From an optimization exercise on the open Yosys and OpenROAD flow, aimed at small area and a short achievable clock period; shortcuts taken in it are not production practice. The RTL was checked by simulation tests, not by an equivalence proof against the original design. Power figures rest on the tool's default switching activity, not on a simulated workload.

`config.mk`:
```
export PLATFORM = sky130hd
export DESIGN_NAME = router_top
export DESIGN_NICKNAME = router_top
export VERILOG_FILES = /design/flow/design.v
export SDC_FILE = /design/flow/constraint.sdc
export NUM_CORES = 4
export LEC_CHECK = 0
export CAP_MARGIN = 20
export CELL_PAD_IN_SITES_DETAIL_PLACEMENT = 2
export CELL_PAD_IN_SITES_GLOBAL_PLACEMENT = 2
export CORE_MARGIN = 2
export CORE_UTILIZATION = 30
export PLACE_DENSITY = 0.5
export SLEW_MARGIN = 20
```
`constraint.sdc`:
```
create_clock -name core_clock -period 5.5 [get_ports {clk}]
set_input_delay 1.1000 -clock core_clock [delete_from_list [all_inputs] [get_ports {clk}]]
set_output_delay 1.1000 -clock core_clock [all_outputs]
set_load 0.01 [all_outputs]
```
`run.sh`:
```
#!/bin/bash
# synth_recipe.tcl (not shown) runs the flow's synth.tcl, then flattens the netlist and writes it again
# the make line also repeats each setting of config.mk as NAME=value (left out here)
make -C /OpenROAD-flow-scripts/flow DESIGN_CONFIG=/design/flow/config.mk WORK_HOME=/design/flow/orfs CLKGATE_MAP_FILE= SYNTH_SCRIPT=/design/flow/synth_recipe.tcl finish
```
`design.v`:
```
module route_table (
  input  logic        clk,
  input  logic        reset,
  input  logic        cfg_wr_en,
  input  logic [3:0]  cfg_node,
  input  logic [2:0]  cfg_port,
  input  logic        cfg_valid,    
  input  logic [19:0] lookup_dest,  
  output logic [14:0] lookup_port,  
  output logic [4:0]  lookup_hit
);
  localparam int NUM_PORTS = 5;
  localparam int NUM_NODES = 16;
  logic [NUM_NODES-1:0]      entry_valid;
  logic [NUM_NODES-1:0][2:0] entry_port;
  always_ff @(posedge clk) begin
    if (reset) begin
      entry_valid <= '0;
      entry_port  <= '0;
    end else if (cfg_wr_en) begin
      entry_valid[cfg_node] <= cfg_valid;
      entry_port[cfg_node]  <= cfg_port;
    end
  end
  always_comb begin
    for (int p = 0; p < NUM_PORTS; p++) begin
      lookup_port[p*3 +: 3] = entry_port[lookup_dest[p*4 +: 4]];
      lookup_hit[p]         = entry_valid[lookup_dest[p*4 +: 4]];
    end
  end
endmodule
module vc_input_buffer (
  input  logic        clk,
  input  logic        reset,
  input  logic [28:0] in_flit,
  input  logic        in_write,
  input  logic        route_hit,
  input  logic [2:0]  route_port,
  input  logic [1:0]  dequeue,
  output logic [57:0] head_flit,    
  output logic [1:0]  head_valid,
  output logic [5:0]  head_route,   
  output logic [1:0]  credit_out,
  output logic        empty
);
  localparam int NUM_VCS   = 2;
  localparam int BUF_DEPTH = 4;
  localparam int FLIT_W    = 29;
  localparam int VC_BIT    = 26;
  logic [FLIT_W-1:0] mem_flit  [NUM_VCS][BUF_DEPTH];
  logic [2:0]        mem_route [NUM_VCS][BUF_DEPTH];
  logic [1:0] wr_ptr [NUM_VCS];
  logic [1:0] rd_ptr [NUM_VCS];
  logic [2:0] count  [NUM_VCS];   
  logic [NUM_VCS-1:0] push;
  always_comb begin
    for (int v = 0; v < NUM_VCS; v++) begin
      push[v] = in_write && route_hit && (in_flit[VC_BIT] == v[0]);   
    end
  end
  always_ff @(posedge clk) begin
    for (int v = 0; v < NUM_VCS; v++) begin
      if (push[v]) begin
        mem_flit[v][wr_ptr[v]]  <= in_flit;
        mem_route[v][wr_ptr[v]] <= route_port;
      end
    end
  end
  always_ff @(posedge clk) begin
    if (reset) begin
      for (int v = 0; v < NUM_VCS; v++) begin
        wr_ptr[v] <= '0;
        rd_ptr[v] <= '0;
        count[v]  <= '0;
      end
      credit_out <= '0;
    end else begin
      for (int v = 0; v < NUM_VCS; v++) begin
        if (push[v]) begin
          wr_ptr[v] <= wr_ptr[v] + 2'd1;
        end
        if (dequeue[v]) begin
          rd_ptr[v] <= rd_ptr[v] + 2'd1;
        end
        count[v] <= count[v] + {2'd0, push[v]} - {2'd0, dequeue[v]};
      end
      credit_out <= dequeue;   
    end
  end
  always_comb begin
    empty = 1'b1;
    for (int v = 0; v < NUM_VCS; v++) begin
      head_flit[v*FLIT_W +: FLIT_W] = mem_flit[v][rd_ptr[v]];
      head_route[v*3 +: 3]          = mem_route[v][rd_ptr[v]];
      head_valid[v]                 = (count[v] != '0);
      if (count[v] != '0) begin
        empty = 1'b0;
      end
    end
  end
endmodule
module switch_allocator (
  input  logic         clk,
  input  logic         reset,
  input  logic [289:0] head_flit,    
  input  logic [9:0]   head_valid,   
  input  logic [29:0]  head_route,   
  input  logic [9:0]   credit_ok,    
  output logic [4:0]   grant_valid,  
  output logic [14:0]  grant_port,   
  output logic [4:0]   grant_vc,     
  output logic [9:0]   dequeue       
);
  localparam int NUM_PORTS = 5;
  localparam int NUM_VCS   = 2;
  localparam int FLIT_W    = 29;
  localparam logic [1:0] FLIT_BODY      = 2'd0;
  localparam logic [1:0] FLIT_TAIL      = 2'd1;
  localparam logic [1:0] FLIT_HEAD      = 2'd2;
  localparam logic [1:0] FLIT_HEAD_TAIL = 2'd3;
  logic       reserved [NUM_PORTS][NUM_VCS];
  logic [2:0] owner    [NUM_PORTS][NUM_VCS];
  logic [1:0] granted_kind [NUM_PORTS];
  always_comb begin
    logic       req;
    logic       is_head;
    logic       eligible;
    logic [1:0] kind;
    for (int o = 0; o < NUM_PORTS; o++) begin
      grant_valid[o]       = 1'b0;
      grant_port[o*3 +: 3] = '0;
      grant_vc[o]          = 1'b0;
      granted_kind[o]      = FLIT_BODY;
      for (int v = 0; v < NUM_VCS; v++) begin
        for (int i = 0; i < NUM_PORTS; i++) begin
          kind    = head_flit[(i*NUM_VCS+v)*FLIT_W + 27 +: 2];
          req     = head_valid[i*NUM_VCS+v] && (head_route[(i*NUM_VCS+v)*3 +: 3] == 3'(o)) &&
                    credit_ok[o*NUM_VCS+v];
          is_head = (kind == FLIT_HEAD) || (kind == FLIT_HEAD_TAIL);
          if (reserved[o][v]) begin
            eligible = req && (owner[o][v] == 3'(i));   
          end else begin
            eligible = req && is_head;
          end
          if (eligible) begin
            grant_valid[o]       = 1'b1;
            grant_port[o*3 +: 3] = 3'(i);
            grant_vc[o]          = v[0];
            granted_kind[o]      = kind;
          end
        end
      end
    end
  end
  always_comb begin
    dequeue = '0;
    for (int i = 0; i < NUM_PORTS; i++) begin
      for (int v = 0; v < NUM_VCS; v++) begin
        for (int o = 0; o < NUM_PORTS; o++) begin
          if (grant_valid[o] && (grant_port[o*3 +: 3] == 3'(i)) && (grant_vc[o] == v[0])) begin
            dequeue[i*NUM_VCS+v] = 1'b1;
          end
        end
      end
    end
  end
  always_ff @(posedge clk) begin
    if (reset) begin
      for (int o = 0; o < NUM_PORTS; o++) begin
        for (int v = 0; v < NUM_VCS; v++) begin
          reserved[o][v] <= 1'b0;
          owner[o][v]    <= '0;
        end
      end
    end else begin
      for (int o = 0; o < NUM_PORTS; o++) begin
        if (grant_valid[o]) begin
          case (granted_kind[o])
            FLIT_HEAD: begin
              reserved[o][grant_vc[o]] <= 1'b1;
              owner[o][grant_vc[o]]    <= grant_port[o*3 +: 3];
            end
            FLIT_TAIL, FLIT_HEAD_TAIL: reserved[o][grant_vc[o]] <= 1'b0;
            default: ;   
          endcase
        end
      end
    end
  end
endmodule
module output_credit_port (
  input  logic        clk,
  input  logic        reset,
  input  logic        grant_valid,
  input  logic        grant_vc,
  input  logic [28:0] granted_flit,
  input  logic [1:0]  out_credit_in,
  output logic [28:0] out_flit,
  output logic        out_write,
  output logic [1:0]  credit_ok
);
  localparam int NUM_VCS     = 2;
  localparam int CREDIT_INIT = 4;   
  logic [2:0] credit [NUM_VCS];
  logic [NUM_VCS-1:0] take;
  always_comb begin
    for (int v = 0; v < NUM_VCS; v++) begin
      take[v]      = grant_valid && (grant_vc == v[0]);
      credit_ok[v] = (credit[v] != '0);
    end
  end
  always_ff @(posedge clk) begin
    if (reset) begin
      out_write <= 1'b0;
      for (int v = 0; v < NUM_VCS; v++) begin
        credit[v] <= 3'(CREDIT_INIT);
      end
    end else begin
      out_write <= grant_valid;
      for (int v = 0; v < NUM_VCS; v++) begin
        credit[v] <= credit[v] - {2'd0, take[v]} + {2'd0, out_credit_in[v]};
      end
    end
  end
  always_ff @(posedge clk) begin
    if (grant_valid) begin
      out_flit <= granted_flit;
    end
  end
endmodule
module router_top (
  input  logic         clk,
  input  logic         reset,
  input  logic         route_cfg_wr_en,
  input  logic [3:0]   route_cfg_node,
  input  logic [2:0]   route_cfg_port,
  input  logic         route_cfg_valid,
  input  logic [144:0] in_flit,
  input  logic [4:0]   in_write,
  output logic [9:0]   in_credit,
  output logic [144:0] out_flit,
  output logic [4:0]   out_write,
  input  logic [9:0]   out_credit_in,
  output logic         idle
);
  localparam int NUM_PORTS = 5;
  localparam int NUM_VCS   = 2;
  localparam int FLIT_W    = 29;
  logic [19:0]  lookup_dest;
  logic [14:0]  lookup_port;
  logic [4:0]   lookup_hit;
  logic [289:0] head_flit;
  logic [9:0]   head_valid;
  logic [29:0]  head_route;
  logic [9:0]   dequeue;
  logic [9:0]   credit_ok;
  logic [4:0]   grant_valid;
  logic [14:0]  grant_port;
  logic [4:0]   grant_vc;
  logic [4:0]   buf_empty;
  route_table u_route_table (
    .clk         (clk),
    .reset       (reset),
    .cfg_wr_en   (route_cfg_wr_en),
    .cfg_node    (route_cfg_node),
    .cfg_port    (route_cfg_port),
    .cfg_valid   (route_cfg_valid),
    .lookup_dest (lookup_dest),
    .lookup_port (lookup_port),
    .lookup_hit  (lookup_hit)
  );
  for (genvar p = 0; p < NUM_PORTS; p++) begin : g_port
    logic [28:0] granted_flit;
    assign lookup_dest[p*4 +: 4] = in_flit[p*FLIT_W + 18 +: 4];
    vc_input_buffer u_in_buf (
      .clk        (clk),
      .reset      (reset),
      .in_flit    (in_flit[p*FLIT_W +: FLIT_W]),
      .in_write   (in_write[p]),
      .route_hit  (lookup_hit[p]),
      .route_port (lookup_port[p*3 +: 3]),
      .dequeue    (dequeue[p*NUM_VCS +: NUM_VCS]),
      .head_flit  (head_flit[p*NUM_VCS*FLIT_W +: NUM_VCS*FLIT_W]),
      .head_valid (head_valid[p*NUM_VCS +: NUM_VCS]),
      .head_route (head_route[p*NUM_VCS*3 +: NUM_VCS*3]),
      .credit_out (in_credit[p*NUM_VCS +: NUM_VCS]),
      .empty      (buf_empty[p])
    );
    assign granted_flit =
      head_flit[(32'(grant_port[p*3 +: 3])*NUM_VCS + 32'(grant_vc[p]))*FLIT_W +: FLIT_W];
    output_credit_port u_out_port (
      .clk           (clk),
      .reset         (reset),
      .grant_valid   (grant_valid[p]),
      .grant_vc      (grant_vc[p]),
      .granted_flit  (granted_flit),
      .out_credit_in (out_credit_in[p*NUM_VCS +: NUM_VCS]),
      .out_flit      (out_flit[p*FLIT_W +: FLIT_W]),
      .out_write     (out_write[p]),
      .credit_ok     (credit_ok[p*NUM_VCS +: NUM_VCS])
    );
  end
  switch_allocator u_alloc (
    .clk         (clk),
    .reset       (reset),
    .head_flit   (head_flit),
    .head_valid  (head_valid),
    .head_route  (head_route),
    .credit_ok   (credit_ok),
    .grant_valid (grant_valid),
    .grant_port  (grant_port),
    .grant_vc    (grant_vc),
    .dequeue     (dequeue)
  );
  assign idle = (&buf_empty) && !(|grant_valid);
endmodule
```
==> qor.csv <==
metric,value,unit
crit_top_cell,buf_4,
crit_start,g_port[1].u_in_buf.rd_ptr[1][0],
cts_buffers,187,
cpMaxStageDelayCell,buf_4,
min_period,5.24,ns
r2r-end,g_port[3].u_out_port.out_flit[13],
grt_first_pass_wirelength,531,mm
synth_common_cells,"edfxtp_1, nand2_1, mux4_2, nor2_1, clkbuf_1",
core_area,260000,um2
htreeDepth,4,
ir_worst_vdd,0.350,mV
final_cells,9759,
dp_hpwl,284,mm
timing.setup.tns,0,ns
hold_path.class,register to register,
synth-seq-cells,1654,
synth_area_leaders,"edfxtp_1, mux4_2, dfxtp_1",
synth_warnings,9,
cts.clk_slew.worst_paths,0.06,ns
status,no timing/DRC/antenna violations,
async_flop_share,0,
yosysMostFrequentCell,edfxtp_1,
io_buffers,331,
leakagePower,30.6,nW
place_congestion,0.941,
synth_nets,5963,
yosysSeqAreaShare,0.610,
gr-total-overflow,0,
drtIter0Drc,6247,
hold_viol,0,
pin_count,332,
cts_resized,0,
clock-sinks,1654,
drive_gt1_frac,0.187,
remaining_drc_errors,0,
rows,187,
end_kind,register,
die_w,515,um
firstDrtPassIters,6,
yosysTopAreaCellShare,0.561,
tritoncts,yes,
p_per_area,291,nW/um2
vias,57800,
avgSynthCellArea,13.7,um2
path_class,register to register,
post_cts_buffers,0,
synth-edff-count,1465,
max_freq,191,MHz
finalMaxSlewViolations,0,
grt_use_total,0.293,
tightest_slew,1.11,ns
area_growth_syn_to_layout,19.8,%
final-setup-viol-count,0,
yosysTopAreaCell,edfxtp_1,
start_util,0.302,
ys_types,103,
synth_cells,5728,
die-area,265000,um2
cp.arrival,5.81,ns
syn_area,78400,um2
cp_cell_sequence,mux4_2 -> buf_4 -> and2_1 -> o211ai_1 -> o211ai_1 -> nor2_4 -> buf_4 -> buf_4 -> nand2_1 -> and3_1 -> a31oi_1,
rsz0062_at_grt,no,
post-route-period-util,0.952,
clock_path_buffers,3,
dp_cells,9397,
postCtsHoldBufs,0,
vias_per_cell,5.92,
grt_pass1_vias,59000,
ff2ff_setup_slack,0.26,ns
reg2reg_from,g_port[1].u_in_buf.rd_ptr[1][0],
routedWlPerCell,40.4,um
grt_max_degree,149,
critical-path-max-stage-delay,0.72,ns
required,6.07,ns
die_h,515,um
antenna_found_initial,61,
cts_root_buf,clkbuf_16,
synth_ff_type,edfxtp_1,
ant_nets,0,
cp-endpoint,g_port[3].u_out_port.out_flit[13],
routed_wl,394,mm
r2r_cells,11,
cp_max_fo,53,
crit_path_start_kind,register,
fin_nets,6419,
clk_latency,0.88,ns
cap_violations,0,
skew,0.0711,ns
slew_headroom,0.262,
worstHoldStart,g_port[3].u_out_port.credit[0][2],
layout by cell type (no fill, tap or decap), types with 22 or more instances in the layout:
cell             instances
a211oi_1                25
a21boi_0                30
a21oi_1                218
a221o_1                 24
a221oi_1                45
a22o_1                  22
a22oi_1                 91
a31oi_1                114
a32oi_1                 69
and3_1                  60
buf_12                  34
buf_4                  307
clkbuf_1                49
clkbuf_16              188
clkdlybuf4s50_1        328
clkinv_1                39
clkinv_2                27
dfxtp_1                169
edfxtp_1              1465
ha_1                    44
inv_1                  104
mux2i_1                193
mux4_2                 421
nand2_1                815
nand2b_1                27
nand3_1                132
nand4_1                 32
nor2_1                 340
nor2b_1                 42
nor3_1                 107
nor3_2                  32
nor4_1                  71
o211ai_1                27
o21ai_0                 63
o22ai_1                 33
or3_1                   24
xnor2_1                 43
xor2_1                  27
cell type report:
cell class | instances | area, um2
repair buffers | 672 | 6290
inverters | 110 | 425
clock inverters | 102 | 1060
diodes | 17 | 42.5
fillers | 26300 | 166000
multi-input cells | 3559 | 29000
well taps | 3402 | 4260
flip-flops and latches | 1654 | 47800
clock buffers | 243 | 4970
worst min path at each step:
stage | endpoint | depth (start not counted) | slack, ns
6_report | g_port[3].u_out_port.credit[0][2] | 2 | 0.51
3_3_place_gp | g_port[3].u_out_port.credit[0][2] | 2 | 0.49
2_1_floorplan | g_port[3].u_out_port.credit[0][2] | 2 | 0.46
4_1_cts | g_port[3].u_out_port.credit[0][2] | 2 | 0.52
3_5_place_dp | g_port[3].u_out_port.credit[0][2] | 2 | 0.50
5_1_grt | g_port[3].u_out_port.credit[0][2] | 2 | 0.55
worst max-delay path: cells and delay by family, from the launching register on:
family,cells,cell delay [ns]
compound gates,3,1.17
simple gates,4,0.73
mux,1,0.71
flops,1,0.49
buf+inv,3,1.60
metrics by stage:
step	total power [mW]	hold WS [ns]	setup slack, ns	cell area [um2]	utilization
2_1_floorplan	14.5	0.463	0.432	78400	-
3_3_place_gp	15.1	0.488	0.293	87800	0.338
3_5_place_dp	15.2	0.499	0.374	87800	0.338
4_1_cts	27.6	0.519	0.370	93800	0.361
5_1_grt	28.1	0.551	0.0610	93900	0.361
6_report	27.3	0.509	0.263	93900	0.361
flip-flops by register name (all words and copies together), names as in the netlist, named ones only:
name and count:
g_port.u_out_port.out_write 5, u_alloc.owner 30, u_alloc.reserved 10, g_port.u_in_buf.rd_ptr 20
g_port.u_in_buf.count 30, g_port.u_in_buf.mem_route 120, g_port.u_in_buf.wr_ptr 20, g_port.u_out_port.credit 30
u_route_table.entry_valid 16, g_port.u_out_port.out_flit 145, g_port.u_in_buf.credit_out 10, g_port.u_in_buf.mem_flit 1160
u_route_table.entry_port 48
layer usage:
metal | vias to the layer above | track usage | share of wire
li1 | 23400 | - | -
met1 | 31700 | 0.424 | 0.46
met2 | 2213 | 0.452 | 0.45
met3 | 511 | 0.0490 | 0.063
met4 | 12 | 0.0806 | 0.029
met5 | - | 0 | 0.00018
logic make-up (layout without fill, tap and decap cells):
logic type      after synthesis  in the layout  synth area share
mux                         624            624             0.147
buf+inv                     515           1127            0.0270
flops                      1654           1654             0.610
xor+xnor                     70             70           0.00782
simple gates               1885           1885             0.114
compound gates              916            916            0.0821
fa+ha+maj                    64             64            0.0121
other cells                   0             17                 0
where the power goes:
| part | internal [mW] | switching (mW) |
|---|---|---|
| clock | 6.94 | 5.46 |
| combinational | 0.407 | 0.721 |
| sequential | 13.7 | 0.0661 |
| total | 21.1 | 6.24 |

-- re-timing with driven ports --
The flow's constraints put no driver on any port. The routed layout listed below was extracted and timed again, unchanged, in two steps.
Step 1 assumes that a clkbuf_16 drives the clock port and a buf_2 every other input.
Step 2 times the ports against the registers' clock, not the clock port: input delays grow and output delays shrink by t, the midpoint of the rising clock arrivals with the driver on.
a / b / c = ideal / step 1 / step 2; a / b = the first two.
shift t [ns]: 0.945
setup WS [ns]: 0.263 / 0.263 / 0.263
clock arrival spread, ns: 0.073 / 0.073
After both steps setup and hold are still met in this run. For this run, drivers alone change the setup slack by 0.000 ns; drivers and shift together by 0.000 ns.
